Source: an optimization exercise on an open RTL-to-GDS flow (aim: small area, a short achievable clock period and few clock cycles per item). Production flows keep margins and buffers that such runs may drop. RTL that was checked went through simulation tests only; none was proved equivalent to the original. For run 1, only the layout was checked, not whether the RTL still works. Power and IR drop assume default switching activity.

===== flow/design.v =====
`default_nettype none
package bsort_pkg;
    localparam int MAX_ITEMS_DEF   = 64;
    localparam int MAX_BUCKETS_DEF = 16;
    localparam int VAL_W           = 17;
    localparam int BCNT_W          = 5;
    localparam int BKT_W           = 4;
    localparam int PADDR_W         = 3;
    localparam logic [BCNT_W-1:0] BCNT_RST  = 5'd16;
    localparam logic [VAL_W-1:0]  BWIDTH_RST = 17'd6250;
    localparam logic REG_BCNT   = 1'b0;
    localparam logic REG_BWIDTH = 1'b1;
endpackage
`default_nettype wire
`default_nettype none
module bsort_ao4 #(
    parameter int W = 1
) (
    input  wire [W-1:0] a,
    input  wire [W-1:0] b,
    input  wire [W-1:0] c,
    input  wire [W-1:0] d,
    input  wire         sa,
    input  wire         sb,
    input  wire         sc,
    input  wire         sd,
    output logic [W-1:0] y
);
    assign y = ({W{sa}} & a) | ({W{sb}} & b) | ({W{sc}} & c) | ({W{sd}} & d);
endmodule
module bsort_gt #(
    parameter int W = 17
) (
    input  wire [W-1:0] a,
    input  wire [W-1:0] nb,
    output logic        gt
);
    always_comb begin
        logic c;
        c = 1'b0;
        for (int j = 0; j < W; j++) begin
            c = (a[j] & nb[j]) | (a[j] & c) | (nb[j] & c);
        end
        gt = c;
    end
endmodule
module bsort_qdig_a #(
    parameter int VW = 17
) (
    input  wire [VW-1:0]  v,
    input  wire [VW-1:0]  w,
    input  wire [VW+1:0]  w3,       
    output logic [1:0]    q,
    output logic [VW-1:0] rem
);
    logic [VW+3:0] d1, d2, d3;
    logic [VW:0]   t1, t2, t3;
    logic          g1, g2, g3;
    always_comb begin
        d1 = (VW+4)'(w) << 2;
        d2 = (VW+4)'(w) << 3;
        d3 = (VW+4)'(w3) << 2;
        t1 = {1'b0, v} - {1'b0, d1[VW-1:0]};
        t2 = {1'b0, v} - {1'b0, d2[VW-1:0]};
        t3 = {1'b0, v} - {1'b0, d3[VW-1:0]};
        g1 = (d1[VW+3:VW] == '0) && !t1[VW];
        g2 = (d2[VW+3:VW] == '0) && !t2[VW];
        g3 = (d3[VW+3:VW] == '0) && !t3[VW];
        if (g3) begin
            q = 2'd3;
            rem = t3[VW-1:0];
        end else if (g2) begin
            q = 2'd2;
            rem = t2[VW-1:0];
        end else if (g1) begin
            q = 2'd1;
            rem = t1[VW-1:0];
        end else begin
            q = 2'd0;
            rem = v;
        end
    end
endmodule
module bsort_qdig_b #(
    parameter int VW = 17
) (
    input  wire [VW-1:0] r,
    input  wire [VW-1:0] w,
    input  wire [VW+1:0] w3,        
    output logic [1:0]   q
);
    logic [VW+1:0] nr;
    logic          x1, x2, x3;
    assign nr = ~{2'b00, r};
    bsort_gt #(.W(VW + 2)) u_c1 (.a({2'b00, w}), .nb(nr), .gt(x1));
    bsort_gt #(.W(VW + 2)) u_c2 (.a({1'b0, w, 1'b0}), .nb(nr), .gt(x2));
    bsort_gt #(.W(VW + 2)) u_c3 (.a(w3), .nb(nr), .gt(x3));
    assign q = !x3 ? 2'd3 : (!x2 ? 2'd2 : (!x1 ? 2'd1 : 2'd0));
endmodule
`default_nettype wire
`default_nettype none
module bucket_sort_core #(
    parameter int MAX_ITEMS   = bsort_pkg::MAX_ITEMS_DEF,
    parameter int MAX_BUCKETS = bsort_pkg::MAX_BUCKETS_DEF
) (
    input  wire                             aclk,
    input  wire                             aresetn,
    input  wire                             psel,
    input  wire                             penable,
    input  wire                             pwrite,
    input  wire [bsort_pkg::PADDR_W-1:0]    paddr,
    input  wire [31:0]                      pwdata,
    output logic [31:0]                     prdata,
    output logic                            pready,
    input  wire                             s_valid,
    output logic                            s_ready,
    input  wire [bsort_pkg::VAL_W-1:0]      s_value,
    input  wire                             s_last,
    output logic                            m_valid,
    input  wire                             m_ready,
    output logic [bsort_pkg::VAL_W-1:0]     m_sorted_value,
    output logic                            m_final_res,
    output logic                            m_overflow,
    output logic [bsort_pkg::BKT_W-1:0]     m_bucket
);
    localparam int VW = bsort_pkg::VAL_W;
    localparam int BW = bsort_pkg::BKT_W;
    localparam int NI = MAX_ITEMS;
    localparam int CW = $clog2(MAX_ITEMS + 1);
    localparam int XW = VW + 4;
    logic [4:0]    bcnt_reg;
    logic [VW-1:0] weff_reg;
    logic          wz_reg;
    logic [VW+1:0] w3_reg;
    logic [VW-1:0] prd_reg;
    logic [BW-1:0] nb_m1;
    assign pready = 1'b1;
    assign prdata = {{(32 - VW){1'b0}}, prd_reg};
    always_comb begin
        if (bcnt_reg == 5'd0) nb_m1 = '0;
        else if (bcnt_reg > 5'(MAX_BUCKETS)) nb_m1 = BW'(MAX_BUCKETS - 1);
        else nb_m1 = BW'(bcnt_reg - 5'd1);
    end
    logic          a_v, a_last, a_drop;     
    logic [VW-1:0] a_k;
    logic          b_v, b_last, b_drop;     
    logic [VW-1:0] b_k;
    logic [CW-1:0] acc_cnt;         
    logic          ovf_open;        
    logic          ovf_act;         
    logic [VW-1:0] ev [NI];
    logic [NI-1:0] tag;             
    logic          open_par;        
    logic [NI-1:0] cmp;             
    logic [CW-1:0] n_occ, n_cls;    
    logic [CW-1:0] n_occ_n;
    logic [NI-1:0] occ, cls;
    logic [NI:0]   lt;              
    logic [NI-1:0] s_keep, s_left, s_right, s_new;
    logic [NI-1:0] gt_a;            
    logic [NI-1:0] cmp_src;
    logic          cmp_new;
    logic          pop, push, proc, room, close, b_adv;
    logic          cls0_q, full_q;   
    logic          cls1_q;           
    logic          head_fin;         
    logic          s_ready_q;
    logic [CW-1:0] n_cls_n;
    logic [VW-1:0] nk_a;
    logic          s1_v, s1_fin, s1_ovf;
    logic [VW-1:0] s1_val, s1_rem;
    logic [1:0]    s1_q;
    logic          o_v, k_v;        
    logic [VW-1:0] k_val;
    logic [BW-1:0] k_bkt;
    logic          k_fin, k_ovf;
    logic [1:0]    qa, qb;
    logic [VW-1:0] rem_a;
    logic [BW-1:0] bkt_b, q_full;
    assign m_valid = o_v;
    assign nk_a = ~a_k;
    for (genvar i = 0; i < NI; i++) begin : g_cmp
        bsort_gt #(.W(VW)) u_gt (.a(ev[i]), .nb(nk_a), .gt(gt_a[i]));
    end
    logic gt_ba;
    bsort_gt #(.W(VW)) u_gt_ba (.a(b_k), .nb(nk_a), .gt(gt_ba));
    assign cmp_new = !gt_ba;
    always_comb begin
        for (int i = 0; i < NI; i++) begin
            occ[i] = (n_occ > CW'(i));
            cls[i] = (n_cls > CW'(i));
            lt[i]  = cls[i] || (occ[i] && cmp[i]);
        end
        lt[NI] = 1'b0;
        pop   = cls0_q && !(s1_v && o_v && k_v);
        room  = !full_q || pop;
        proc  = b_v && (b_drop || room);
        push  = proc && !b_drop;
        close = proc && b_last;
        b_adv = a_v && (!b_v || proc);
        n_occ_n = n_occ + CW'(push) - CW'(pop);
        if (close) n_cls_n = n_occ_n;
        else if (pop) n_cls_n = n_cls - CW'(1);
        else n_cls_n = n_cls;
        head_fin = !cls1_q || (tag[0] != tag[1]);
        for (int i = 0; i < NI; i++) begin
            logic l_prev, l_next;
            l_prev = (i == 0) ? 1'b1 : lt[i-1];
            l_next = lt[i+1];
            s_right[i] = pop && (!push || l_next);
            s_new[i]   = push && (pop ? (lt[i] && !l_next) : (!lt[i] && l_prev));
            s_left[i]  = push && !pop && !l_prev;
            s_keep[i]  = !(pop || push) || (push && (pop ? !lt[i] : lt[i]));
        end
        for (int i = 0; i < NI; i++) begin
            cmp_src[i] = b_adv ? !gt_a[i] : cmp[i];
        end
    end
    assign s_ready = s_ready_q;
    logic [VW-1:0] ev_n [NI];
    logic [NI-1:0] tag_n, cmp_n;
    for (genvar i = 0; i < NI; i++) begin : g_ent
        localparam int IL = (i > 0) ? i - 1 : 0;
        localparam int IR = (i < NI - 1) ? i + 1 : i;
        logic [VW+1:0] src_k, src_l, src_r, src_n, nx;
        assign src_k = {cmp_src[i], tag[i], ev[i]};
        assign src_l = (i > 0) ? {cmp_src[IL], tag[IL], ev[IL]} : '0;
        assign src_r = (i < NI - 1) ? {cmp_src[IR], tag[IR], ev[IR]} : '0;
        assign src_n = {cmp_new, open_par, b_k};
        for (genvar b = 0; b < VW + 2; b++) begin : g_bit
            bsort_ao4 #(.W(1)) u_mux (
                .a (src_k[b]), .b (src_l[b]), .c (src_r[b]), .d (src_n[b]),
                .sa(s_keep[i]), .sb(s_left[i]), .sc(s_right[i]), .sd(s_new[i]),
                .y (nx[b])
            );
        end
        assign ev_n[i]  = nx[VW-1:0];
        assign cmp_n[i] = nx[VW+1];
        assign tag_n[i] = nx[VW];
    end
    always_ff @(posedge aclk) begin
        for (int i = 0; i < NI; i++) begin
            ev[i] <= ev_n[i];
        end
        tag <= tag_n;
        cmp <= cmp_n;
    end
    always_ff @(posedge aclk) begin
        if (!aresetn) begin
            n_occ  <= '0;
            n_cls  <= '0;
            cls0_q <= 1'b0;
            cls1_q <= 1'b0;
            open_par <= 1'b0;
            full_q <= 1'b0;
        end else begin
            n_occ  <= n_occ_n;
            n_cls  <= n_cls_n;
            cls0_q <= (n_cls_n != '0);
            cls1_q <= (n_cls_n > CW'(1));
            if (close) open_par <= !open_par;
            full_q <= (n_occ_n == CW'(NI));
        end
    end
    bsort_qdig_a #(.VW(VW)) u_div_a (
        .v (ev[0]), .w (weff_reg), .w3 (w3_reg), .q (qa), .rem (rem_a)
    );
    bsort_qdig_b #(.VW(VW)) u_div_b (
        .r (s1_rem), .w (weff_reg), .w3 (w3_reg), .q (qb)
    );
    assign q_full = {s1_q, qb};
    assign bkt_b  = (q_full > nb_m1) ? nb_m1 : q_full;
    always_ff @(posedge aclk) begin
        prd_reg <= paddr[2] ? (wz_reg ? '0 : weff_reg) : VW'(bcnt_reg);
        w3_reg  <= (VW+2)'(weff_reg) + ((VW+2)'(weff_reg) << 1);
        if (s_valid && s_ready) begin
            a_k    <= s_value;
            a_last <= s_last;
            a_drop <= (acc_cnt == CW'(NI));
        end
        if (b_adv) begin
            b_k    <= a_k;
            b_last <= a_last;
            b_drop <= a_drop;
        end
        if (!aresetn) begin
            bcnt_reg <= bsort_pkg::BCNT_RST;
            weff_reg <= bsort_pkg::BWIDTH_RST;
            wz_reg   <= 1'b0;
            a_v      <= 1'b0;
            b_v      <= 1'b0;
            acc_cnt  <= '0;
            ovf_open <= 1'b0;
            ovf_act  <= 1'b0;
        end else begin
            if (psel && penable && pwrite) begin
                if (paddr[2] == bsort_pkg::REG_BCNT) bcnt_reg <= pwdata[4:0];
                else begin
                    weff_reg <= (pwdata[VW-1:0] == '0) ? VW'(1) : pwdata[VW-1:0];
                    wz_reg   <= (pwdata[VW-1:0] == '0);
                end
            end
            if (s_valid && s_ready) begin
                a_v <= 1'b1;
                if (s_last) acc_cnt <= '0;
                else if (acc_cnt != CW'(NI)) acc_cnt <= acc_cnt + CW'(1);
            end else if (b_adv) begin
                a_v <= 1'b0;
            end
            if (b_adv) b_v <= 1'b1;
            else if (proc) b_v <= 1'b0;
            if (pop && head_fin) ovf_act <= 1'b0;
            if (close) begin
                ovf_open <= 1'b0;
                if (ovf_open || b_drop) ovf_act <= 1'b1;
            end else if (proc && b_drop) begin
                ovf_open <= 1'b1;
            end
        end
    end
    logic a_v_n, b_v_n, b_drop_n, s1_v_n, o_v_n, k_v_n;
    always_comb begin
        a_v_n    = (s_valid && s_ready) ? 1'b1 : (b_adv ? 1'b0 : a_v);
        b_v_n    = b_adv ? 1'b1 : (proc ? 1'b0 : b_v);
        b_drop_n = b_adv ? a_drop : b_drop;
    end
    always_ff @(posedge aclk) begin
        if (!aresetn) begin
            s_ready_q <= 1'b1;
        end else begin
            s_ready_q <= !a_v_n || !b_v_n || b_drop_n || (n_occ_n != CW'(NI)) ||
                         ((n_cls_n != '0) && !(s1_v_n && o_v_n && k_v_n));
        end
    end
    logic leave, qroom, incoming;
    assign leave    = !o_v || m_ready;
    assign qroom    = !(o_v && k_v) || m_ready;
    assign incoming = s1_v && qroom;
    always_comb begin
        s1_v_n = pop || (s1_v && !qroom);
        o_v_n  = leave ? (k_v || incoming) : o_v;
        k_v_n  = leave ? (k_v && incoming) : (k_v || incoming);
    end
    always_ff @(posedge aclk) begin
        if (pop) begin
            s1_val <= ev[0];
            s1_rem <= rem_a;
            s1_q   <= qa;
            s1_fin <= head_fin;
            s1_ovf <= ovf_act;
        end
        if (leave) begin
            if (k_v) begin
                m_sorted_value <= k_val;
                m_bucket       <= k_bkt;
                m_final_res    <= k_fin;
                m_overflow     <= k_ovf;
            end else begin
                m_sorted_value <= s1_val;
                m_bucket       <= bkt_b;
                m_final_res    <= s1_fin;
                m_overflow     <= s1_ovf;
            end
        end
        if (incoming && (leave == k_v)) begin
            k_val <= s1_val;
            k_bkt <= bkt_b;
            k_fin <= s1_fin;
            k_ovf <= s1_ovf;
        end
        if (!aresetn) begin
            s1_v <= 1'b0;
            o_v  <= 1'b0;
            k_v  <= 1'b0;
        end else begin
            s1_v <= s1_v_n;
            o_v  <= o_v_n;
            k_v  <= k_v_n;
        end
    end
endmodule
`default_nettype wire

===== flow/run.sh =====
#!/bin/bash
# synth_recipe.tcl (not shown) runs the flow's synth.tcl, then flattens the netlist and writes it again
# the make line also repeats each setting of config.mk as NAME=value (left out here)
make -C /OpenROAD-flow-scripts/flow DESIGN_CONFIG=/design/flow/config.mk WORK_HOME=/design/flow/orfs CLKGATE_MAP_FILE= SYNTH_SCRIPT=/design/flow/synth_recipe.tcl finish

===== flow/config.mk =====
export PLATFORM = sky130hd
export DESIGN_NAME = bucket_sort_core
export DESIGN_NICKNAME = bucket_sort_core
export VERILOG_FILES = /design/flow/design.v
export SDC_FILE = /design/flow/constraint.sdc
export NUM_CORES = 4
export LEC_CHECK = 0
export CAP_MARGIN = 20
export CORE_MARGIN = 2
export CORE_UTILIZATION = 40
export PLACE_DENSITY = 0.5
export SLEW_MARGIN = 20
export SYNTH_HIERARCHICAL = 1

===== flow/constraint.sdc =====
create_clock -name core_clock -period 6.5 [get_ports {aclk}]
set_input_delay 1.3000 -clock core_clock [delete_from_list [all_inputs] [get_ports {aclk}]]
set_output_delay 1.3000 -clock core_clock [all_outputs]
set_load 0.01 [all_outputs]

==> results of run 1 <==
==> power by group through the flow <==
stage,registers [W],clock network (W),logic [W]
CTS,0.0182,0.0104,0.0167
floorplan,0.0160,0,0.0121
global placement,0.0184,0,0.0164
global route,0.0188,0.0108,0.0188
detailed placement,0.0184,0,0.0166
finish,0.0184,0.0102,0.0170
==> routing by layer <==
metal	routed length, um	vias to the layer above	global-route usage (%)	share of wire [%]
li1	-	39800	-	-
met1	143000	43200	41.3	41
met2	171000	3908	57.6	48
met3	24500	874	5.40	6.9
met4	14600	2	13.5	4.1
met5	16	-	0	0.0045
==> how the worst max path moves through the flow <==
stage	start	end	slack, ps	cells after the start
floorplan	a_k[5]	cmp[0]	510	8
global placement	n_occ[6]	cmp[15]	1610	12
detailed placement	s1_v	s_ready_q	1560	16
CTS	s1_v	s_ready_q	1560	16
global route	s1_v	ev[35][1]	1310	14
finish	s1_v	s_ready_q	1460	16
==> final cells by class <==
type                            instances  area, sq um
Antenna cell                            7         17.5
Clock buffer                          264         5210
Clock inverter                         51          748
Fill cell                           20000       106000
Inverter                              121          558
Multi-Input combinational cell       7987        49300
Sequential cell                      1430        29800
Tap cell                             2640         3300
Timing Repair Buffer                  356         2940
==> synthesized netlist by cell type (75+ instances only) <==
master	n
a22oi_1	2765
nand2_1	1667
dfxtp_1	1309
nor2_1	579
a21oi_1	466
o22ai_1	420
o21ai_0	375
o211ai_1	144
o31ai_1	134
edfxtp_1	121
inv_1	118
ha_1	98
a31oi_1	94
clkbuf_1	92
o21ai_1	80
a211oi_1	77
nand4_1	76
and2_1	75
==> kinds of logic (layout without fill, tap and decap cells) <==
group / after synthesis / count (layout) / synth area share, %
xor+xnor: 74 / 74 / 0.814
other cells: 4 / 109 / 0.0188
compound gates: 4920 / 4920 / 43.3
buf+inv: 270 / 792 / 1.44
flops: 1430 / 1430 / 37.5
fa+ha+maj: 111 / 111 / 1.77
mux: 70 / 70 / 0.933
simple gates: 2710 / 2710 / 14.2
==> metrics by stage <==
stage          setup slack (ps)  cells  instance area (sq um)
3_3_place_gp               1610  12500                  85700
4_1_cts                    1560  12800                  91800
6_report                   1460  12900                  91900
3_5_place_dp               1560  12500                  85800
5_1_grt                    1310  12900                  91900
2_1_floorplan               512   9687                  80000
==> critical path, stage by stage (launching register included) <==
cell,delay [ps]
dfxtp_1,400
nand3_1,430
and2_4,370
inv_6,260
nand2_1,90
nand3b_1,170
ha_1,180
buf_4,320
inv_1,140
ha_1,280
and3b_1,200
o311ai_0,470
nand3_1,200
mux2_2,320
a21o_1,180
nor3_1,610
o221ai_1,230
==> flow_metrics.py, run 1 <==
metrics = {
    "status": {
        "status": "no timing/DRC/antenna violations",
    },
    "logic_synthesis": {
        "synth_warnings": 14,
        "synth.top_cell.area_share_pct": 32.9,
        "synth_top_area_cell": "dfxtp_1",
        "synth_area_leaders": "dfxtp_1, a22oi_1, nand2_1",
        "netlist_instances": 9589,
        "yosysSeqAreaShare_pct": 37.5,
        "synth-seq-cells": 1430,
        "syn_area_per_cell_sq_um": 8.31,
        "synthArstFlopShare_pct": 0,
        "synth_edf_count": 121,
        "ys_types": 96,
        "netlist_area_sq_um": 79700,
        "synthFlopType": "dfxtp_1",
    },
    "setup_path": {
        "crit_type": "flop to flop",
        "cp_data_required_time_ps": 7180,
        "timing.rr.end": "s_ready_q",
        "r2r_slack_ps": 1460,
        "crit_fanout": 39,
        "r2r_start": "s1_v",
        "crit_arrival_ps": 5720,
        "crit_path_end_kind": "flop",
        "critPathLaunchType": "flop",
        "r2r_cells": 16,
    },
    "power_and_ir_drop": {
        "p_leak_nw": 35.1,
        "combPwrFrac_pct": 37.2,
        "pwr-share-seq_pct": 40.3,
        "switching_share_pct": 43.8,
        "p_clk_share_pct": 22.5,
        "p_sw_w": 0.0199,
        "p_int_w": 0.0256,
        "power.density_nw_per_um2": 496,
        "p_total_w": 0.0456,
        "peakVddDrop_mv": 0.328,
    },
    "grt": {
        "overflow": 0,
        "grt_pass1_wl_mm": 534,
        "grt_use_total_pct": 33.4,
        "antenna_found_initial": 5,
        "grt_max_degree": 107,
        "grt_pass1_vias": 85000,
    },
    "final_layout": {
        "largest-register": "ev",
        "layout_commonest_cell": "a22oi_1",
        "syn_to_final_growth_pct": 15.4,
        "most-common-layout-cells": "a22oi_1, nand2_1, dfxtp_1, nor2_1, a21oi_1",
        "drive_gt1_share_pct": 7.05,
        "largest_register_ffs": 1088,
        "reg.largest.list": "ev x1088, cmp x64, tag x64",
        "utilization_pct": 46.5,
        "final_nets": 10200,
    },
    "min_path": {
        "hp-start": "a_last",
        "hold_path.class": "flop to flop",
        "hold_depth": 0,
        "min_to": "b_last",
    },
    "timing": {
        "worst_slew_pin_slew_ps": 1230,
        "fin_tns_setup_ps": 0,
        "fmaxAchievable_mhz": 199,
        "period_minus_slack_ps": 5040,
        "setup_violations": 0,
        "drv_slew": 0,
        "hold_ws_ps": 430,
        "clock_skew_ps": 26.5,
        "hold_violations": 0,
        "rsz0062_at_grt": "false",
        "max-slew-margin-rel_pct": 18.2,
        "period_share_pct": 77.5,
    },
    "route": {
        "wire_per_inst_um": 27.5,
        "wl_mm": 354,
        "vias": 87800,
        "drt-initial-drc-count": 9782,
        "vias_per_cell": 6.83,
        "ant_nets": 0,
        "drt_pass1_iterations": 11,
        "drt_drc_violations_left": 0,
    },
    "clocking": {
        "cts_tree": "yes",
        "numCtsBuffers": 174,
        "cts_max_level": 4,
        "cts_setup_buffers": 0,
        "cts_num_sinks": 1430,
        "root_buffer": "clkbuf_16",
        "clock_latency_ps": 860,
        "cts_resized": 0,
        "hold_buffers": 0,
        "cts_buffer_depth": 3,
        "clk_pin_slew_ps": 60,
    },
    "die": {
        "design.die.area_sq_um": 203000,
        "initial_core_util_pct": 40.3,
        "die_width_um": 450,
        "row_count": 163,
        "die_h_um": 450,
        "io_pins": 118,
        "fp.coreArea_sq_um": 198000,
    },
    "run": {
        "drv_cap": 0,
    },
    "placed_design": {
        "port_buffers": 84,
        "place_hpwl_mm": 243,
        "gp_congestion": 0.971,
    },
}
==> run 2: changes to the inputs <==
--- a/flow/design.v
+++ b/flow/design.v
@@ -133,7 +133,7 @@
     logic          wz_reg;
     logic [VW+1:0] w3_reg;
     logic [VW-1:0] prd_reg;
-    logic [BW-1:0] nb_m1;
+    logic [BW-1:0] nb_m1, nbm1_reg;
     assign pready = 1'b1;
     assign prdata = {{(32 - VW){1'b0}}, prd_reg};
     always_comb begin
@@ -152,31 +152,32 @@
     logic [NI-1:0] tag;             
     logic          open_par;        
     logic [NI-1:0] cmp;             
-    logic [CW-1:0] n_occ, n_cls;    
-    logic [CW-1:0] n_occ_n;
-    logic [NI-1:0] occ, cls;
+    logic [NI-1:0] occ, cls;        
     logic [NI:0]   lt;              
     logic [NI-1:0] s_keep, s_left, s_right, s_new;
     logic [NI-1:0] gt_a;            
     logic [NI-1:0] cmp_src;
     logic          cmp_new;
     logic          pop, push, proc, room, close, b_adv;
-    logic          cls0_q, full_q;   
-    logic          cls1_q;           
+    logic          cred;             
     logic          head_fin;         
     logic          s_ready_q;
-    logic [CW-1:0] n_cls_n;
+    logic [NI-1:0] occ_n, cls_n;
     logic [VW-1:0] nk_a;
-    logic          s1_v, s1_fin, s1_ovf;
+    logic          s1_v, s1_fin, s1_ovf, s1_cgt, s1_ceq;
     logic [VW-1:0] s1_val, s1_rem;
     logic [1:0]    s1_q;
+    logic          s2_v, s2_fin, s2_ovf;
+    logic [VW-1:0] s2_val;
+    logic [BW-1:0] s2_bkt;
+    logic [1:0]    qb_c;
     logic          o_v, k_v;        
     logic [VW-1:0] k_val;
     logic [BW-1:0] k_bkt;
     logic          k_fin, k_ovf;
     logic [1:0]    qa, qb;
     logic [VW-1:0] rem_a;
-    logic [BW-1:0] bkt_b, q_full;
+    logic [BW-1:0] bkt_b;
     assign m_valid = o_v;
     assign nk_a = ~a_k;
     for (genvar i = 0; i < NI; i++) begin : g_cmp
@@ -187,22 +188,28 @@
     assign cmp_new = !gt_ba;
     always_comb begin
         for (int i = 0; i < NI; i++) begin
-            occ[i] = (n_occ > CW'(i));
-            cls[i] = (n_cls > CW'(i));
-            lt[i]  = cls[i] || (occ[i] && cmp[i]);
+            lt[i] = cls[i] || (occ[i] && cmp[i]);
         end
         lt[NI] = 1'b0;
-        pop   = cls0_q && !(s1_v && o_v && k_v);
-        room  = !full_q || pop;
+        pop   = cls[0] && cred;
+        room  = !occ[NI-1] || pop;
         proc  = b_v && (b_drop || room);
         push  = proc && !b_drop;
         close = proc && b_last;
         b_adv = a_v && (!b_v || proc);
-        n_occ_n = n_occ + CW'(push) - CW'(pop);
-        if (close) n_cls_n = n_occ_n;
-        else if (pop) n_cls_n = n_cls - CW'(1);
-        else n_cls_n = n_cls;
-        head_fin = !cls1_q || (tag[0] != tag[1]);
+        for (int i = 0; i < NI; i++) begin
+            logic o_l, o_r, c_r;
+            o_l = (i == 0) ? 1'b1 : occ[(i > 0) ? i - 1 : 0];
+            o_r = (i == NI - 1) ? 1'b0 : occ[(i < NI - 1) ? i + 1 : i];
+            c_r = (i == NI - 1) ? 1'b0 : cls[(i < NI - 1) ? i + 1 : i];
+            if (push && !pop) occ_n[i] = o_l;
+            else if (pop && !push) occ_n[i] = o_r;
+            else occ_n[i] = occ[i];
+            if (close) cls_n[i] = occ_n[i];
+            else if (pop) cls_n[i] = c_r;
+            else cls_n[i] = cls[i];
+        end
+        head_fin = !cls[1] || (tag[0] != tag[1]);
         for (int i = 0; i < NI; i++) begin
             logic l_prev, l_next;
             l_prev = (i == 0) ? 1'b1 : lt[i-1];
@@ -247,19 +254,13 @@
     end
     always_ff @(posedge aclk) begin
         if (!aresetn) begin
-            n_occ  <= '0;
-            n_cls  <= '0;
-            cls0_q <= 1'b0;
-            cls1_q <= 1'b0;
+            occ      <= '0;
+            cls      <= '0;
             open_par <= 1'b0;
-            full_q <= 1'b0;
         end else begin
-            n_occ  <= n_occ_n;
-            n_cls  <= n_cls_n;
-            cls0_q <= (n_cls_n != '0);
-            cls1_q <= (n_cls_n > CW'(1));
+            occ <= occ_n;
+            cls <= cls_n;
             if (close) open_par <= !open_par;
-            full_q <= (n_occ_n == CW'(NI));
         end
     end
     bsort_qdig_a #(.VW(VW)) u_div_a (
@@ -268,11 +269,12 @@
     bsort_qdig_b #(.VW(VW)) u_div_b (
         .r (s1_rem), .w (weff_reg), .w3 (w3_reg), .q (qb)
     );
-    assign q_full = {s1_q, qb};
-    assign bkt_b  = (q_full > nb_m1) ? nb_m1 : q_full;
+    assign qb_c  = (qb > nbm1_reg[1:0]) ? nbm1_reg[1:0] : qb;
+    assign bkt_b = s1_cgt ? nbm1_reg : {s1_q, s1_ceq ? qb_c : qb};
     always_ff @(posedge aclk) begin
         prd_reg <= paddr[2] ? (wz_reg ? '0 : weff_reg) : VW'(bcnt_reg);
         w3_reg  <= (VW+2)'(weff_reg) + ((VW+2)'(weff_reg) << 1);
+        nbm1_reg <= nb_m1;
         if (s_valid && s_ready) begin
             a_k    <= s_value;
             a_last <= s_last;
@@ -318,7 +320,7 @@
             end
         end
     end
-    logic a_v_n, b_v_n, b_drop_n, s1_v_n, o_v_n, k_v_n;
+    logic a_v_n, b_v_n, b_drop_n, s1_v_n, s2_v_n, o_v_n, k_v_n, cred_n;
     always_comb begin
         a_v_n    = (s_valid && s_ready) ? 1'b1 : (b_adv ? 1'b0 : a_v);
         b_v_n    = b_adv ? 1'b1 : (proc ? 1'b0 : b_v);
@@ -328,27 +330,38 @@
         if (!aresetn) begin
             s_ready_q <= 1'b1;
         end else begin
-            s_ready_q <= !a_v_n || !b_v_n || b_drop_n || (n_occ_n != CW'(NI)) ||
-                         ((n_cls_n != '0) && !(s1_v_n && o_v_n && k_v_n));
+            s_ready_q <= !a_v_n || !b_v_n || b_drop_n || !occ_n[NI-1] ||
+                         (cls_n[0] && cred_n);
         end
     end
-    logic leave, qroom, incoming;
-    assign leave    = !o_v || m_ready;
-    assign qroom    = !(o_v && k_v) || m_ready;
-    assign incoming = s1_v && qroom;
+    logic leave, qroom, s2_adv, s1_adv;
+    assign leave  = !o_v || m_ready;
+    assign qroom  = !(o_v && k_v) || m_ready;
+    assign s2_adv = s2_v && qroom;
+    assign s1_adv = s1_v && (!s2_v || s2_adv);
     always_comb begin
-        s1_v_n = pop || (s1_v && !qroom);
-        o_v_n  = leave ? (k_v || incoming) : o_v;
-        k_v_n  = leave ? (k_v && incoming) : (k_v || incoming);
+        s1_v_n = pop || (s1_v && !s1_adv);
+        s2_v_n = s1_adv || (s2_v && !s2_adv);
+        o_v_n  = leave ? (k_v || s2_adv) : o_v;
+        k_v_n  = leave ? (k_v && s2_adv) : (k_v || s2_adv);
+        cred_n = !(s1_v_n && s2_v_n && o_v_n && k_v_n);
     end
     always_ff @(posedge aclk) begin
         if (pop) begin
             s1_val <= ev[0];
             s1_rem <= rem_a;
             s1_q   <= qa;
+            s1_cgt <= (qa > nbm1_reg[3:2]);
+            s1_ceq <= (qa == nbm1_reg[3:2]);
             s1_fin <= head_fin;
             s1_ovf <= ovf_act;
         end
+        if (s1_adv) begin
+            s2_val <= s1_val;
+            s2_bkt <= bkt_b;
+            s2_fin <= s1_fin;
+            s2_ovf <= s1_ovf;
+        end
         if (leave) begin
             if (k_v) begin
                 m_sorted_value <= k_val;
@@ -356,26 +369,30 @@
                 m_final_res    <= k_fin;
                 m_overflow     <= k_ovf;
             end else begin
-                m_sorted_value <= s1_val;
-                m_bucket       <= bkt_b;
-                m_final_res    <= s1_fin;
-                m_overflow     <= s1_ovf;
+                m_sorted_value <= s2_val;
+                m_bucket       <= s2_bkt;
+                m_final_res    <= s2_fin;
+                m_overflow     <= s2_ovf;
             end
         end
-        if (incoming && (leave == k_v)) begin
-            k_val <= s1_val;
-            k_bkt <= bkt_b;
-            k_fin <= s1_fin;
-            k_ovf <= s1_ovf;
+        if (s2_adv && (leave == k_v)) begin
+            k_val <= s2_val;
+            k_bkt <= s2_bkt;
+            k_fin <= s2_fin;
+            k_ovf <= s2_ovf;
         end
         if (!aresetn) begin
             s1_v <= 1'b0;
+            s2_v <= 1'b0;
             o_v  <= 1'b0;
             k_v  <= 1'b0;
+            cred <= 1'b1;
         end else begin
             s1_v <= s1_v_n;
+            s2_v <= s2_v_n;
             o_v  <= o_v_n;
             k_v  <= k_v_n;
+            cred <= cred_n;
         end
     end
 endmodule
--- a/flow/config.mk
+++ b/flow/config.mk
@@ -9,5 +9,6 @@
 export CORE_MARGIN = 2
 export CORE_UTILIZATION = 40
 export PLACE_DENSITY = 0.5
+export SETUP_SLACK_MARGIN = 3.3
 export SLEW_MARGIN = 20
 export SYNTH_HIERARCHICAL = 1
==> run 2 against run 1 <==
Compared with the run above: still clean on timing, DRC and antenna; synthesized cell count up 1.8%; cell count grew 2.8%; maximum frequency grew 53%.
==> flow_metrics.py, run 2 <==
metrics = {
    "status": {
        "status": "no timing/DRC/antenna violations",
    },
    "route": {
        "wire_per_inst_um": 26.7,
        "ant_nets": 0,
        "vias_per_cell": 6.75,
        "wl_mm": 353,
        "drt_drc_violations_left": 0,
        "vias": 89300,
        "drt-initial-drc-count": 10300,
        "drt_pass1_iterations": 8,
    },
    "die": {
        "io_pins": 118,
        "die_h_um": 459,
        "fp.coreArea_sq_um": 206000,
        "design.die.area_sq_um": 211000,
        "die_width_um": 459,
        "initial_core_util_pct": 40.1,
        "row_count": 167,
    },
    "logic_synthesis": {
        "netlist_area_sq_um": 82900,
        "yosys.cell_count.top_type": "a22oi_1",
        "synthFlopType": "dfxtp_1",
        "synth-seq-cells": 1572,
        "synth_top_area_cell": "dfxtp_1",
        "synth_common_cells": "a22oi_1, nand2_1, dfxtp_1",
        "synth_area_leaders": "dfxtp_1, a22oi_1, nand2_1",
        "synth_edf_count": 146,
        "synthArstFlopShare_pct": 0,
        "synth.top_cell.area_share_pct": 34.5,
        "netlist_instances": 9758,
        "yosysSeqAreaShare_pct": 39.7,
        "syn_area_per_cell_sq_um": 8.49,
        "ys_types": 89,
        "synth_warnings": 14,
    },
    "run": {
        "drv_cap": 0,
    },
    "timing": {
        "clock_skew_ps": 31.2,
        "worst_slack_ps": 3200,
        "drv_slew": 0,
        "period_minus_slack_ps": 3300,
        "period_share_pct": 50.7,
        "rsz0062_at_grt": "true",
        "fmaxAchievable_mhz": 303,
        "hold_violations": 0,
        "hold_ws_ps": 418,
        "worst_slew_pin_slew_ps": 1190,
        "setup_violations": 0,
        "max-slew-margin-rel_pct": 20.4,
        "fin_tns_setup_ps": 0,
    },
    "setup_path": {
        "crit_path_end_kind": "flop",
        "cp_data_required_time_ps": 7180,
        "crit_slowest_cell": "o211ai_1",
        "max_stage_delay_ps": 400,
        "crit_type": "flop to flop",
        "critPathLaunchType": "flop",
        "path_buf_inv": 4,
        "crit_fanout": 5,
        "cp_cell_sequence": "clkinvlp_4, buf_6, buf_6, ha_4, nor2b_4, o31a_1, o211ai_1, a311oi_2, o21ai_4, nand2_4, buf_6, o211ai_1, a2bb2oi_1",
        "crit_arrival_ps": 3980,
        "critPathTopFamily": "compound AO/OA/AOI/OAI gates",
        "crit_top_cell": "buf_6",
    },
    "placed_design": {
        "pre_cts_ws_ps": 2520,
        "place_hpwl_mm": 231,
        "dp_cells": 12800,
        "port_buffers": 84,
        "gp_congestion": 0.906,
    },
    "final_layout": {
        "most-common-layout-cells": "a22oi_1, nand2_1, dfxtp_1, a21oi_1, nor2_1",
        "largest-register": "ev",
        "utilization_pct": 47.0,
        "fin_cells": 13200,
        "n_fill_cell": 20700,
        "largest_register_ffs": 1088,
        "syn_to_final_growth_pct": 17.2,
        "final_nets": 10500,
        "drive_gt1_share_pct": 8.40,
        "layout_commonest_cell": "a22oi_1",
    },
    "power_and_ir_drop": {
        "pwr-share-seq_pct": 46.8,
        "p_int_w": 0.0217,
        "peakVddDrop_mv": 0.296,
        "p_sw_w": 0.0123,
        "p_clk_share_pct": 31.6,
        "switching_share_pct": 36.2,
        "p_leak_nw": 37.4,
        "combPwrFrac_pct": 21.6,
        "power.density_nw_per_um2": 350,
    },
    "clocking": {
        "cts_num_sinks": 1572,
        "cts_max_level": 4,
        "cts_tree": "yes",
        "numCtsBuffers": 186,
        "clock_latency_ps": 850,
        "hold_buffers": 0,
        "root_buffer": "clkbuf_16",
        "cts_buffer_depth": 3,
        "clk_pin_slew_ps": 60,
    },
    "grt": {
        "grtUsageMet1_pct": 43.4,
        "gr-usage-met3_pct": 5.37,
        "antenna_found_initial": 4,
        "grt_max_degree": 129,
        "overflow": 0,
        "grt_use_total_pct": 31.9,
        "gr-usage-met2_pct": 50.7,
        "grt_pass1_wl_mm": 530,
        "grt_pass1_vias": 84000,
        "grt_busiest_layer": "met2",
    },
    "min_path": {
        "hold_path.class": "flop to flop",
    },
}
## run 2: stage by stage
| stage | instance area [sq um] | total power, W |
|---|---|---|
| after CTS | 96300 | 0.0337 |
| final | 97100 | 0.0339 |
| after floorplan | 83300 | 0.0198 |
| after global routing | 97100 | 0.0356 |
| after detailed placement | 89400 | 0.0229 |
| after global placement | 89300 | 0.0227 |
## run 2: kinds of logic (layout without fill, tap and decap cells)
family          count (synthesis)  after routing  share of synthesized area, %
xor+xnor                       48             48                         0.507
mux                           180            180                          2.24
simple gates                 2692           2695                          13.2
buf+inv                       253            901                          1.33
fa+ha+maj                      80             80                          1.23
compound gates               4929           4930                          41.7
other cells                     4            107                        0.0181
flops                        1572           1572                          39.7
## run 2: power by group through the flow
stage / sequential [W] / combinational, W / clock [W]
2_1_floorplan: 0.0145 / 0.00528 / 0
3_3_place_gp: 0.0159 / 0.00682 / 0
3_5_place_dp: 0.0159 / 0.00693 / 0
4_1_cts: 0.0157 / 0.00708 / 0.0109
5_1_grt: 0.0162 / 0.00817 / 0.0113
6_report: 0.0159 / 0.00732 / 0.0107
## run 2: layer usage
metal  vias to the layer above  part of all wire [%]  routed length (um)
met1                     43700                    43              152000
met5                         -                0.0020                   7
li1                      40700                     -                   -
met2                      4016                    45              159000
met4                         2                   3.7               13000
met3                       798                   8.0               28400
## run 2: area by class of cell
class	count	area, sq um	share of cell area, %
Antenna cell	5	12.5	0.0129
Clock buffer	266	5410	5.57
Clock inverter	74	752	0.774
Inverter	105	576	0.593
Multi-Input combinational cell	8035	49900	51.4
Sequential cell	1572	33000	34.0
Tap cell	2704	3380	3.48
Timing Repair Buffer	453	4060	4.18
Timing Repair inverter	3	15.0	0.0155
## run 2: final timing paths
| kind | start | cells after the start | endpoint | slack, ps |
|---|---|---|---|---|
| min | s1_val[15] | 0 | s2_val[15] | 420 |
| max | weff_reg[2] | 13 | s1_rem[2] | 3200 |
| max reg2reg | weff_reg[2] | 13 | s1_rem[2] | 3200 |
| min reg2reg | s1_val[15] | 0 | s2_val[15] | 420 |
## run 2: repair_timing
action,in CTS,in global routing
buffers inserted,28,37
gates cloned,6,3
endpoints found under the setup margin,917,257
pin swaps,14,25
gates resized for setup,127,96
## run 2: worst register-to-register path, stage by stage (launching register included)
cell and delay, ps:
dfxtp_4 390, clkinvlp_4 160, buf_6 150, buf_6 110, ha_4 220, nor2b_4 130, o31a_1 320, o211ai_1 300
a311oi_2 210, o21ai_4 290, nand2_4 100, buf_6 130, o211ai_1 400, a2bb2oi_1 230
Testbench counts of run 2, summed over its fixed seeds: cycles 5,829, items 5,277.
==> run 3: changes to the inputs <==
--- a/flow/design.v
+++ b/flow/design.v
@@ -13,20 +13,39 @@
 endpackage
 `default_nettype wire
 `default_nettype none
-module bsort_ao4 #(
-    parameter int W = 1
-) (
-    input  wire [W-1:0] a,
-    input  wire [W-1:0] b,
-    input  wire [W-1:0] c,
-    input  wire [W-1:0] d,
-    input  wire         sa,
-    input  wire         sb,
-    input  wire         sc,
-    input  wire         sd,
-    output logic [W-1:0] y
+module bsort_ao4 (
+    input  wire  a,
+    input  wire  b,
+    input  wire  c,
+    input  wire  d,
+    input  wire  sa,
+    input  wire  sb,
+    input  wire  sc,
+    input  wire  sd,
+    output logic y
+);
+    logic t, n;
+    bsort_aoi3 u_abc (.a(a), .b(b), .c(c), .sa(sa), .sb(sb), .sc(sc), .y(t));
+    bsort_nd2  u_d   (.a(sd), .b(d), .y(n));
+    bsort_nd2  u_y   (.a(t), .b(n), .y(y));
+endmodule
+module bsort_aoi3 (
+    input  wire  a,
+    input  wire  b,
+    input  wire  c,
+    input  wire  sa,
+    input  wire  sb,
+    input  wire  sc,
+    output logic y
+);
+    assign y = ~((sa & a) | (sb & b) | (sc & c));
+endmodule
+module bsort_nd2 (
+    input  wire  a,
+    input  wire  b,
+    output logic y
 );
-    assign y = ({W{sa}} & a) | ({W{sb}} & b) | ({W{sc}} & c) | ({W{sd}} & d);
+    assign y = ~(a & b);
 endmodule
 module bsort_gt #(
     parameter int W = 17
@@ -164,7 +183,7 @@
     logic          s_ready_q;
     logic [NI-1:0] occ_n, cls_n;
     logic [VW-1:0] nk_a;
-    logic          s1_v, s1_fin, s1_ovf, s1_cgt, s1_ceq;
+    logic          s1_v, s1_fin, s1_ovf;
     logic [VW-1:0] s1_val, s1_rem;
     logic [1:0]    s1_q;
     logic          s2_v, s2_fin, s2_ovf;
@@ -179,13 +198,14 @@
     logic [VW-1:0] rem_a;
     logic [BW-1:0] bkt_b;
     assign m_valid = o_v;
-    assign nk_a = ~a_k;
     for (genvar i = 0; i < NI; i++) begin : g_cmp
         bsort_gt #(.W(VW)) u_gt (.a(ev[i]), .nb(nk_a), .gt(gt_a[i]));
     end
-    logic gt_ba;
-    bsort_gt #(.W(VW)) u_gt_ba (.a(b_k), .nb(nk_a), .gt(gt_ba));
-    assign cmp_new = !gt_ba;
+    logic          gt_ns;
+    logic [VW-1:0] b_k_n, ns_value;
+    assign b_k_n    = b_adv ? a_k : b_k;
+    assign ns_value = ~s_value;
+    bsort_gt #(.W(VW)) u_gt_ns (.a(b_k_n), .nb(ns_value), .gt(gt_ns));
     always_comb begin
         for (int i = 0; i < NI; i++) begin
             lt[i] = cls[i] || (occ[i] && cmp[i]);
@@ -235,7 +255,7 @@
         assign src_r = (i < NI - 1) ? {cmp_src[IR], tag[IR], ev[IR]} : '0;
         assign src_n = {cmp_new, open_par, b_k};
         for (genvar b = 0; b < VW + 2; b++) begin : g_bit
-            bsort_ao4 #(.W(1)) u_mux (
+            bsort_ao4 u_mux (
                 .a (src_k[b]), .b (src_l[b]), .c (src_r[b]), .d (src_n[b]),
                 .sa(s_keep[i]), .sb(s_left[i]), .sc(s_right[i]), .sd(s_new[i]),
                 .y (nx[b])
@@ -270,13 +290,16 @@
         .r (s1_rem), .w (weff_reg), .w3 (w3_reg), .q (qb)
     );
     assign qb_c  = (qb > nbm1_reg[1:0]) ? nbm1_reg[1:0] : qb;
-    assign bkt_b = s1_cgt ? nbm1_reg : {s1_q, s1_ceq ? qb_c : qb};
+    assign bkt_b = (s1_q > nbm1_reg[3:2]) ? nbm1_reg :
+                   {s1_q, (s1_q == nbm1_reg[3:2]) ? qb_c : qb};
     always_ff @(posedge aclk) begin
         prd_reg <= paddr[2] ? (wz_reg ? '0 : weff_reg) : VW'(bcnt_reg);
         w3_reg  <= (VW+2)'(weff_reg) + ((VW+2)'(weff_reg) << 1);
         nbm1_reg <= nb_m1;
         if (s_valid && s_ready) begin
-            a_k    <= s_value;
+            a_k     <= s_value;
+            nk_a    <= ns_value;
+            cmp_new <= !gt_ns;
             a_last <= s_last;
             a_drop <= (acc_cnt == CW'(NI));
         end
@@ -351,8 +374,6 @@
             s1_val <= ev[0];
             s1_rem <= rem_a;
             s1_q   <= qa;
-            s1_cgt <= (qa > nbm1_reg[3:2]);
-            s1_ceq <= (qa == nbm1_reg[3:2]);
             s1_fin <= head_fin;
             s1_ovf <= ovf_act;
         end
--- a/flow/config.mk
+++ b/flow/config.mk
@@ -8,6 +8,8 @@
 export CAP_MARGIN = 20
 export CORE_MARGIN = 2
 export CORE_UTILIZATION = 40
+export CTS_CLUSTER_DIAMETER = 60
+export CTS_CLUSTER_SIZE = 25
 export PLACE_DENSITY = 0.5
 export SETUP_SLACK_MARGIN = 3.3
 export SLEW_MARGIN = 20
==> run 3 against run 2 <==
Compared with the run above: cell area fell by 1.2%; global-route usage rose by 0.36 points; first-iteration DRC count rose by 51%; flip-flop and latch count rose by 16; critical endpoint is now s2_bkt[0]; die area fell by 0.68%; largest cell class unchanged; highest routed layer is now met4; clock power barely moved; sequential power fell by 27%; maximum frequency fell by 2.2%; sequential share of layout area rose by 0.83 points; combinational power fell by about 50%; area after synthesis fell by 0.69%; still clean.
==> flow_metrics.py, run 3 <==
metrics = {
    "status": {
        "status": "no timing/DRC/antenna violations",
    },
    "logic_synthesis": {
        "synthFlopType": "dfxtp_1",
        "muxShareOfSynthArea_pct": 2.48,
        "synth-seq-cells": 1588,
        "synth_edf_count": 145,
        "synth_top_family_by_area": "compound AO/OA/AOI/OAI gates",
        "synthArstFlopShare_pct": 0,
        "synth_xor_area_share_pct": 0.468,
        "ys_types": 91,
        "netlist_area_sq_um": 82300,
        "syn_area_per_cell_sq_um": 8.28,
        "synth.top_cell.area_share_pct": 35.1,
        "synth-compound-area-share_pct": 34.5,
        "synthSimpleGateAreaFrac_pct": 19.2,
        "synth_area_leaders": "dfxtp_1, a222oi_1, nand2_1",
        "yosys.cell_count.top_type": "nand2_1",
        "synthAdderAreaFrac_pct": 1.27,
        "synth_common_cells": "nand2_1, dfxtp_1, a222oi_1",
        "synth_top_area_cell": "dfxtp_1",
        "yosysSeqAreaShare_pct": 40.4,
        "netlist_instances": 9932,
        "synth_warnings": 14,
    },
    "final_layout": {
        "n_fill_cell": 19900,
        "largest_register_ffs": 1088,
        "layout_commonest_cell": "nand2_1",
        "most-common-layout-cells": "nand2_1, dfxtp_1, a222oi_1, nor2_1, a21oi_1",
        "syn_to_final_growth_pct": 16.6,
        "multi_input_area_sq_um": 48800,
        "final_nets": 10600,
        "drive_gt1_share_pct": 8.21,
        "regArea_sq_um": 33400,
        "largest-register": "ev",
    },
    "placed_design": {
        "gp_congestion": 0.891,
        "port_buffers": 84,
        "place_hpwl_mm": 233,
    },
    "min_path": {
        "hold_path.class": "flop to flop",
    },
    "timing": {
        "drv_slew": 0,
        "max-slew-margin-rel_pct": 24.5,
        "rsz0062_at_grt": "true",
        "worst_slew_pin_slew_ps": 1130,
        "clock_skew_ps": 40.7,
        "hold_violations": 0,
        "setup_violations": 0,
        "period_share_pct": 51.9,
        "period_minus_slack_ps": 3370,
        "fmaxAchievable_mhz": 297,
        "fin_tns_setup_ps": 0,
    },
    "die": {
        "row_count": 166,
        "die_h_um": 458,
        "fp.coreArea_sq_um": 205000,
        "design.die.area_sq_um": 209000,
        "initial_core_util_pct": 40.2,
        "die_width_um": 458,
        "io_pins": 118,
    },
    "route": {
        "vias_per_cell": 6.83,
        "drt-initial-drc-count": 15600,
        "wl_mm": 357,
        "ant_nets": 0,
        "wire_per_inst_um": 26.8,
        "drt_pass1_iterations": 11,
        "drt_drc_violations_left": 0,
        "vias": 90700,
    },
    "grt": {
        "grt_busiest_layer": "met2",
        "grtUsageMet1_pct": 42.5,
        "grt_pass1_wl_mm": 535,
        "gr-usage-met3_pct": 5.73,
        "antenna_found_initial": 7,
        "overflow": 0,
        "grt_pass1_vias": 83700,
        "gr-usage-met2_pct": 52.0,
        "grt_use_total_pct": 32.2,
        "grt_max_degree": 131,
    },
    "clocking": {
        "cts_num_sinks": 1588,
        "cts_tree": "yes",
        "clock_latency_ps": 850,
        "hold_buffers": 0,
        "clk_pin_slew_ps": 90,
        "numCtsBuffers": 163,
        "cts_buffer_depth": 3,
        "cts_max_level": 4,
        "root_buffer": "clkbuf_16",
    },
    "setup_path": {
        "crit_path_end_kind": "flop",
        "cp_data_required_time_ps": 7100,
        "critPathLaunchType": "flop",
        "crit_type": "flop to flop",
        "crit_fanout": 4,
        "crit_arrival_ps": 3970,
    },
    "power_and_ir_drop": {
        "p_total_w": 0.0259,
        "power.density_nw_per_um2": 270,
        "peakVddDrop_mv": 0.323,
        "p_leak_nw": 38.3,
    },
    "run": {
        "drv_cap": 0,
    },
}
-- run 3: repair_timing --
item / 4_1_cts / 5_1_grt
pin swaps: 18 / 17
gates resized for setup: 114 / 65
cloned: 4 / 2
setup endpoints to repair: 684 / 515
buffers inserted: 19 / 25
-- run 3: cells by family (layout without fill, tap and decap cells) --
family	after synthesis	in the layout
buffers and inverters	320	883
flip-flops	1588	1588
multiplexers	197	197
other	4	106
adder cells (fa/ha/maj)	82	82
AO/OA/AOI/OAI	3711	3712
XOR/XNOR	44	44
AND/OR/NAND/NOR	3986	3989
-- run 3: worst paths after layout --
check / slack [ps] / depth (start not counted) / from / end
max: 3130 / 15 / s1_rem[12] / s2_bkt[0]
min: 420 / 0 / s1_val[2] / s2_val[2]
max reg2reg: 3130 / 15 / s1_rem[12] / s2_bkt[0]
min reg2reg: 420 / 0 / s1_val[2] / s2_val[2]
-- run 3: area by class of cell --
type	count	share of cell area (%)
clock inverter	121	1.71
sequential	1588	34.8
clock buffer	185	4.53
tap	2688	3.51
antenna	4	0.0104
multi-input combinational	8126	50.9
timing repair buffer	412	3.90
inverter	165	0.678
-- run 3: per-layer routing --
metal / routed length, um / vias up
met5: 0 / -
met4: 13700 / 0
met3: 31900 / 791
met2: 164000 / 4682
met1: 147000 / 44200
li1: - / 41000
-- run 3: where the power goes --
group	internal (W)	leakage, nW	switching [W]	total, W
clock	0.00585	2.88	0.00479	0.0106
combinational	0.00137	22.4	0.00227	0.00364
sequential	0.0104	13.1	0.00117	0.0116
total	0.0176	38.3	0.00823	0.0259
-- run 3: critical path: stages, from the launching register on --
cell      delay [ps]
edfxtp_1         380
inv_2            130
buf_4            130
o22ai_2           90
nor3_2           230
o221ai_1         210
o22ai_2          240
nand3_1          110
a221o_1          370
nand3_2          130
nand2_4          110
ha_1             310
nor2b_1          140
o21ai_1          120
nand2_1           90
mux2_4           330
-- run 3: per-stage QoR --
step	hold slack (ps)	cell area (sq um)	utilization (%)	setup WS [ps]	instances
global route	413	95900	46.9	3030	13300
detailed placement	405	88700	43.4	2520	12900
global placement	403	88700	43.3	2570	12900
finish	421	95900	46.9	3130	13300
CTS	409	95300	46.6	3110	13300
floorplan	400	82700	-	789	10000
-- run 3: modules after synthesis, one instance, submodules excluded, excerpt --
module / flip-flops and latches / cells / copies in the design / cell area [sq um]
bsort_aoi3: 0 / 1 / 1216 / 10.0
bucket_sort_core: 1588 / 3361 / 1 / 42900
bsort_nd2: 0 / 1 / 2432 / 3.75
Testbench counts of run 3, summed over its fixed seeds: cycles 5,829, items 5,277.
==> run 4: changes to the inputs <==
--- a/flow/design.v
+++ b/flow/design.v
@@ -74,14 +74,32 @@
 );
     logic [VW+3:0] d1, d2, d3;
     logic [VW:0]   t1, t2, t3;
+    function automatic logic [VW:0] sub_f(input logic [VW-1:0] a, input logic [VW-1:0] b);
+        logic [VW-1:0] g, p, gg, pp, c;
+        g  = a & ~b;
+        p  = a ^ ~b;
+        gg = g;
+        pp = p;
+        for (int l = 1; l < VW; l = l * 2) begin
+            for (int i = VW - 1; i >= 0; i--) begin
+                if ((i / l) % 2 == 1) begin
+                    gg[i] = gg[i] | (pp[i] & gg[(i / l) * l - 1]);
+                    pp[i] = pp[i] & pp[(i / l) * l - 1];
+                end
+            end
+        end
+        c[0] = 1'b1;
+        for (int i = 1; i < VW; i++) c[i] = gg[i-1] | pp[i-1];
+        sub_f = {!(gg[VW-1] | pp[VW-1]), p ^ c};
+    endfunction
     logic          g1, g2, g3;
     always_comb begin
         d1 = (VW+4)'(w) << 2;
         d2 = (VW+4)'(w) << 3;
         d3 = (VW+4)'(w3) << 2;
-        t1 = {1'b0, v} - {1'b0, d1[VW-1:0]};
-        t2 = {1'b0, v} - {1'b0, d2[VW-1:0]};
-        t3 = {1'b0, v} - {1'b0, d3[VW-1:0]};
+        t1 = sub_f(v, d1[VW-1:0]);
+        t2 = sub_f(v, d2[VW-1:0]);
+        t3 = sub_f(v, d3[VW-1:0]);
         g1 = (d1[VW+3:VW] == '0) && !t1[VW];
         g2 = (d2[VW+3:VW] == '0) && !t2[VW];
         g3 = (d3[VW+3:VW] == '0) && !t3[VW];
--- a/flow/config.mk
+++ b/flow/config.mk
@@ -11,6 +11,6 @@
 export CTS_CLUSTER_DIAMETER = 60
 export CTS_CLUSTER_SIZE = 25
 export PLACE_DENSITY = 0.5
-export SETUP_SLACK_MARGIN = 3.3
+export SETUP_SLACK_MARGIN = 3.4
 export SLEW_MARGIN = 20
 export SYNTH_HIERARCHICAL = 1
==> run 4 against run 3 <==
Compared with the run above: still clean on timing, DRC and antenna; maximum frequency up 3.5%; critical path depth grew 1; global-route usage fell by 0.97 points; clock power is essentially flat; core utilization decreased by 0.15 points; non-clock buffer count down 21; sequential share of layout area rose by 0.24 points; routed wire length down 3.7%; count of clock-buffer cells in the layout increased by 11; sequential power increased by 13%; largest cell class unchanged; largest power group unchanged; highest routed layer is now met5.
==> flow_metrics.py, run 4 <==
metrics = {
    "final_layout": {
        "syn_to_final_growth_pct": 16.4,
        "drive_gt1_share_pct": 8.12,
        "layout_commonest_cell": "nand2_1",
        "final_nets": 10300,
        "largest_register_ffs": 1088,
        "largest-register": "ev",
        "fin_cells": 13000,
        "most-common-layout-cells": "nand2_1, dfxtp_1, a222oi_1, nor2_1, a21oi_1",
        "n_fill_cell": 20000,
    },
    "logic_synthesis": {
        "synthSimpleGateAreaFrac_pct": 18.5,
        "synth-seq-cells": 1588,
        "ys_types": 86,
        "synth_area_leaders": "dfxtp_1, a222oi_1, nand2_1",
        "synth-compound-area-share_pct": 34.8,
        "synthArstFlopShare_pct": 0,
        "netlist_area_sq_um": 81900,
        "syn_area_per_cell_sq_um": 8.43,
        "synth_xor_area_share_pct": 0.503,
        "synth_top_area_cell": "dfxtp_1",
        "synthFlopType": "dfxtp_1",
        "synth_top_family_by_area": "compound AO/OA/AOI/OAI gates",
        "synth_common_cells": "nand2_1, dfxtp_1, a222oi_1",
        "synthAdderAreaFrac_pct": 1.23,
        "netlist_instances": 9708,
        "muxShareOfSynthArea_pct": 2.93,
        "synth_warnings": 14,
        "yosysSeqAreaShare_pct": 40.6,
        "synth.top_cell.area_share_pct": 35.3,
        "yosys.cell_count.top_type": "nand2_1",
        "synth_edf_count": 145,
    },
    "timing": {
        "fin_tns_setup_ps": 0,
        "period_share_pct": 50.1,
        "rsz0062_at_grt": "true",
        "clock_skew_ps": 40.2,
        "drv_slew": 0,
        "max-slew-margin-rel_pct": 25.4,
        "worst_slew_pin_slew_ps": 1120,
        "setup_violations": 0,
        "hold_violations": 0,
        "period_minus_slack_ps": 3260,
        "fmaxAchievable_mhz": 307,
    },
    "setup_path": {
        "timing.rr.end": "s2_bkt[0]",
        "crit_fanout": 5,
        "critPathLaunchType": "flop",
        "r2r_start": "s1_rem[8]",
        "crit_path_end_kind": "flop",
        "crit_type": "flop to flop",
        "crit_arrival_ps": 3860,
        "cp_data_required_time_ps": 7110,
        "r2r_slack_ps": 3240,
        "r2r_cells": 16,
    },
    "power_and_ir_drop": {
        "pwr-share-seq_pct": 46.1,
        "p_sw_w": 0.00951,
        "p_int_w": 0.0189,
        "switching_share_pct": 33.5,
        "p_clk_share_pct": 37.3,
        "combPwrFrac_pct": 16.5,
        "power.density_nw_per_um2": 298,
        "peakVddDrop_mv": 0.293,
        "p_leak_nw": 37.0,
    },
    "die": {
        "fp.coreArea_sq_um": 204000,
        "die_h_um": 456,
        "io_pins": 118,
        "die_width_um": 456,
        "initial_core_util_pct": 40.1,
        "row_count": 166,
        "design.die.area_sq_um": 208000,
    },
    "route": {
        "vias": 89400,
        "wire_per_inst_um": 26.3,
        "drt_drc_violations_left": 0,
        "ant_nets": 0,
        "drt_pass1_iterations": 14,
        "vias_per_cell": 6.85,
        "drt-initial-drc-count": 15700,
        "wl_mm": 343,
    },
    "grt": {
        "grt_pass1_wl_mm": 522,
        "grt_max_degree": 135,
        "grt_pass1_vias": 83200,
        "antenna_found_initial": 11,
        "grt_use_total_pct": 31.2,
        "overflow": 0,
    },
    "clocking": {
        "cts_max_level": 4,
        "numCtsBuffers": 167,
        "clock_latency_ps": 850,
        "clk_pin_slew_ps": 80,
        "cts_buffer_depth": 3,
        "cts_num_sinks": 1588,
        "cts_tree": "yes",
        "hold_buffers": 0,
        "root_buffer": "clkbuf_16",
    },
    "run": {
        "drv_cap": 0,
    },
    "placed_design": {
        "place_hpwl_mm": 229,
        "gp_congestion": 0.895,
        "dp_cells": 12700,
        "port_buffers": 84,
    },
    "min_path": {
        "hold_depth": 0,
        "min_to": "s2_ovf",
        "hold_path.class": "flop to flop",
        "hp-start": "s1_ovf",
    },
    "status": {
        "status": "no timing/DRC/antenna violations",
    },
}
==> run 4: changes by cell type after synthesis, moves of 26 or more <==
cell and delta:
o21ai_0 -100, a21oi_1 +63, o31ai_1 +58, o21ai_1 -26, nand2_1 -307, inv_1 -64
mux2i_1 +49, and2_1 +64, nor2_1 +66
==> run 4: area by class of cell <==
cell class	count	area, sq um	area share (%)
tap	2688	3360	3.53
clock buffer	196	4550	4.77
inverter	102	414	0.435
antenna	4	10.0	0.0105
timing repair buffer	391	3550	3.72
sequential	1588	33400	35.0
clock inverter	115	1430	1.50
multi-input combinational	7963	48600	51.0
timing repair inverter	1	8.76	0.00919
==> run 4: worst max-delay path, stage by stage (launching register included) <==
cell      delay (ps)
edfxtp_1         410
inv_2            140
o22ai_2          100
nor3_2           270
o221ai_4         160
o22ai_4          210
nand3_1          110
a221o_1          390
nand3_2           80
inv_2             50
o21ai_4          230
inv_2             70
ha_4             210
a21oi_2          130
o21ai_1           80
nand2_1           80
mux2_4           300
==> run 4: worst max path at each step <==
stage | startpoint | endpoint | slack [ps] | depth (start not counted)
after floorplan | nk_a[6] | cmp[10] | 940 | 7
after detailed placement | cls[0] | ev[56][6] | 2290 | 9
final | s1_rem[8] | s2_bkt[0] | 3240 | 16
after CTS | s1_rem[8] | s2_bkt[0] | 3220 | 16
after global placement | cls[0] | ev[54][1] | 1980 | 9
after global routing | s1_rem[8] | s2_bkt[0] | 3180 | 16
==> run 4: logic make-up after synthesis <==
kind of cell / Yosys count
AND/OR/NAND/NOR: 3782
AO/OA/AOI/OAI: 3710
flip-flops: 1588
buffers and inverters: 262
multiplexers: 234
adder cells (fa/ha/maj): 81
XOR/XNOR: 47
other: 4
==> run 4: per-layer routing <==
layer	wire, um	global-route usage (%)	up-vias
met3	30700	5.34	660
met4	11300	11.3	6
met5	41	0	-
met1	145000	42.3	43800
li1	-	-	40500
met2	156000	49.8	4537
==> run 4: per-module statistics from Yosys, one instance, submodules excluded, a selection <==
module,copies in the design,flops+latches
bucket_sort_core,1,1588
bsort_aoi3,1216,0
bsort_nd2,2432,0
==> run 4: through the flow <==
stage | power (W) | cell area, sq um | hold WS [ps] | setup slack [ps] | utilization [%]
2_1_floorplan | 0.0156 | 82200 | 400 | 942 | -
5_1_grt | 0.0295 | 95300 | 429 | 3180 | 46.7
6_report | 0.0284 | 95300 | 417 | 3240 | 46.7
3_5_place_dp | 0.0177 | 88300 | 405 | 2290 | 43.3
4_1_cts | 0.0283 | 94900 | 419 | 3220 | 46.5
3_3_place_gp | 0.0176 | 88200 | 401 | 1980 | 43.2
==> run 4: what timing repair did <==
action / CTS / global route
pin swaps: 19 / 22
gates resized for setup: 136 / 56
hold endpoints to repair: 0 / 0
endpoints found under the setup margin: 1297 / 422
setup buffers: 19 / 13
gates cloned: 7 / 3
==> run 4: power by group through the flow <==
| stage | Combinational [W] | Sequential (W) | Clock, W |
|---|---|---|---|
| final | 0.00470 | 0.0131 | 0.0106 |
| after global routing | 0.00514 | 0.0132 | 0.0112 |
| after CTS | 0.00452 | 0.0130 | 0.0108 |
| after detailed placement | 0.00446 | 0.0132 | 0 |
| after global placement | 0.00437 | 0.0132 | 0 |
| after floorplan | 0.00310 | 0.0125 | 0 |
Testbench counts of run 4, summed over its fixed seeds: cycles 5,829, items 5,277.

==> port drivers added, routing unchanged <==
The flow's constraints put no driver on any port. The routed layouts listed below were extracted and timed again, unchanged, in two steps. Step 1: set_driving_cell puts a clkbuf_16 on aclk and a buf_2 on each other input, an assumption about the parent block. Step 2 moves the port delays by t, midway between the first and last clock arrival at a register: inputs arrive t later, outputs are due t later. That takes back most of the time a late clock gives input paths. a / b / c = ideal ports / drivers / drivers and shift; a / b = the first two.
| run | t, ns | setup WS [ns] | clock arrival spread, ns | worst data-port slew with drivers (ns) |
|---|---|---|---|---|
| run 1 | 0.928 | 1.465 / 1.465 / 1.465 | 0.031 / 0.031 | 0.08 |
| run 2 | 0.921 | 3.204 / 3.204 / 2.651 | 0.032 / 0.033 | 0.04 |
| run 3 | 0.921 | 3.128 / 3.128 / 2.713 | 0.044 / 0.044 | 0.05 |
| run 4 | 0.921 | 3.244 / 3.244 / 2.879 | 0.051 / 0.052 | 0.13 |
After both steps every run listed still meets setup and hold. The setup slack of run 2, which loses most, moves by 0.000 ns with the drivers and by -0.553 ns with both steps.
